Context: an optimization exercise on an open-source flow, tuned for a short achievable clock period and few clock cycles. The choices shown serve that exercise and are no tape-out recipe.
Function was checked by simulation only, so behaviour that the tests miss may differ from the original.
Power figures rest on the tool's default switching activity, not on a simulated workload.

// mips32_pipeline_cpu
module mips32_pipeline_cpu #(
   parameter logic [31:0] RESET_PC = 32'h0000_0000
) (
   input  logic        clk,
   input  logic        reset,
   input  logic [31:0] imem_data,
   input  logic        imem_ready,
   output logic [31:0] imem_addr,
   input  logic [31:0] dmem_rdata,
   output logic        dmem_we,
   output logic [31:0] dmem_addr,
   output logic [31:0] dmem_wdata,
   output logic [31:0] cycle_count
);
export LEC_CHECK = 0
export ABC_CLOCK_PERIOD_IN_PS = 3000
export CAP_MARGIN = 20
export CORE_MARGIN = 2
export CORE_UTILIZATION = 40
export SETUP_SLACK_MARGIN = 5
export SLEW_MARGIN = 20
create_clock -name core_clock -period 8.0 [get_ports {clk}]
run.sh (not shown) runs the stock make flow with config.mk's settings and CLKGATE_MAP_FILE= SYNTH_SCRIPT=/design/flow/synth_recipe.tcl, a recipe that flattens the netlist after the stock synthesis.
Testbench counts at the start, summed over its fixed seeds: cycles 937,387.
==> next run, changes <==
--- a/flow/design.v
+++ b/flow/design.v
@@ -45,32 +45,38 @@
    logic        f_isj, f_isbr, f_same, f_pred, f_redirect;
    logic        mispredict, load_use, loop_exit;
    logic [31:0] if_pc4;
    assign c4     = &lo_q;
    assign lo4    = lo_q + 10'd1;
    logic [8:0]  hc_lo, hn_lo;
    logic [12:0] bh_inc, bh_dec;
-   assign hc_lo = {2'b0, base_q[6:0]} + {2'b0, dimm_q[5], dimm_q} + {8'd0, dc_q};
-   assign hn_lo = {2'b0, base_q[6:0]} + {2'b0, dimm_q[5], dimm_q} + {7'd0, dc_q, !dc_q};
+   logic [9:0]  hc_w;
+   assign hc_w  = {2'b0, base_q[6:0], 1'b1} + {2'b0, dimm_q[5], dimm_q, dc_q};
+   assign hc_lo = hc_w[9:1];
+   logic [6:0]  bn;
+   logic [9:0]  hn_w;
+   assign bn    = dc_q ? {dimm_q[5], dimm_q} + 7'd1 : {dimm_q[5], dimm_q};
+   assign hn_w  = {2'b0, base_q[6:0], 1'b1} + {2'b0, bn, 1'b1};
+   assign hn_lo = hn_w[9:1];
    always_comb begin
       for (int i = 0; i < 13; i++) begin
          bh_inc[i] = base_q[7+i] ^ (&(base_q[19:7] | ({13{1'b1}} << i)));
          bh_dec[i] = base_q[7+i] ^ (&(~base_q[19:7] | ({13{1'b1}} << i)));
       end
    end
    always_comb begin
       if ((hc_lo[8:7] == 2'd1 && !dimm_q[5]) || (hc_lo[8:7] == 2'd2 && dimm_q[5]))
          hi_cur = {bh_inc, hc_lo[6:0]};
       else if (hc_lo[8:7] == 2'd0 && dimm_q[5])
          hi_cur = {bh_dec, hc_lo[6:0]};
       else
          hi_cur = {base_q[19:7], hc_lo[6:0]};
-      if ((hn_lo[8:7] == 2'd1 && !dimm_q[5]) || (hn_lo[8:7] == 2'd2 && dimm_q[5]))
+      if ((hn_lo[8:7] == 2'd1 && !bn[6]) || (hn_lo[8:7] == 2'd2 && bn[6]))
          hi_nx = {bh_inc, hn_lo[6:0]};
-      else if (hn_lo[8:7] == 2'd0 && dimm_q[5])
+      else if (hn_lo[8:7] == 2'd0 && bn[6])
          hi_nx = {bh_dec, hn_lo[6:0]};
       else
          hi_nx = {base_q[19:7], hn_lo[6:0]};
    end
    assign hi4    = c4 ? hi_nx : hi_cur;
    assign lob    = {1'b0, lo4} + {1'b0, imem_data[9:0]};
    assign if_pc4 = {hi4, lo4, 2'b00};
@@ -207,15 +213,18 @@
    assign load_use = ifid_valid && idex_valid && idex_ld &&
                      ((uses_rs && idex_dest == rs) || (uses_rt && idex_dest == rt));
    logic [31:0] src_a, src_b, st_val, sum, alu;
    logic        cout, lt_s, lt_u, eq, br_taken;
    assign src_a  = idex_fa_ex ? exmem_result : idex_a;
    assign src_b  = idex_fb_ex ? exmem_result ^ {32{idex_sub}} : idex_b;
    assign st_val = idex_fs_ex ? exmem_result : idex_s;
-   assign {cout, sum} = {1'b0, src_a} + {1'b0, src_b} + {32'd0, idex_sub};
+   logic [33:0] add_w;
+   assign add_w = {1'b0, src_a, 1'b1} + {1'b0, src_b, idex_sub};
+   assign sum  = add_w[32:1];
+   assign cout = add_w[33];
    assign lt_s = (src_a[31] == src_b[31]) ? src_a[31] : sum[31];
    assign lt_u = !cout;
    always_comb begin
       alu = '0;
       if (idex_sel[S_ADD])  alu = alu | sum;
       if (idex_sel[S_SLT])  alu = alu | {31'b0, lt_s};
       if (idex_sel[S_SLTU]) alu = alu | {31'b0, lt_u};
Effect: First-iteration DRC count came out higher by 7.1%. Wire length came out lower by 0.67%. Clock power came out higher by 3.3%. Clock skew stays flat. Cell area came out lower by 2.0%. Sequential share of layout area came out higher by 0.76 points. Total power came out higher by 5.4%.
Testbench counts after the change, summed over its fixed seeds: cycles 937,387.

static timing again, ports no longer ideal:
In the flow no input, the clock included, has a driving cell. The finished layouts below were timed again as built, in two steps. Step 1, drivers: a clkbuf_16 drives clk and a buf_2 each remaining input, both assumed. Step 2 adds t to the input delays and takes it off the output delays; t is the mean of the earliest and latest rising clock arrival at the registers after step 1. Input paths then give back, and output paths get back, about the clock's delay inside the block. Three values: ideal, step 1, step 2; two values: the first two.
run | t (ns) | slack for setup (ns) | worst hold slack (ns) | clock arrival spread, ns | worst data-port slew with drivers (ns)
the first run | 0.920 | 4.351 / 4.351 / 3.795 | 0.363 / 0.363 / 0.363 | 0.045 / 0.044 | 0.05
the second run | 0.923 | 4.374 / 4.374 / 3.625 | 0.346 / 0.346 / 0.346 | 0.053 / 0.053 | 0.06
After both steps every run listed still meets setup and hold. The setup slack of the second run, which loses most, moves by 0.000 ns with the drivers and by -0.749 ns with both steps.
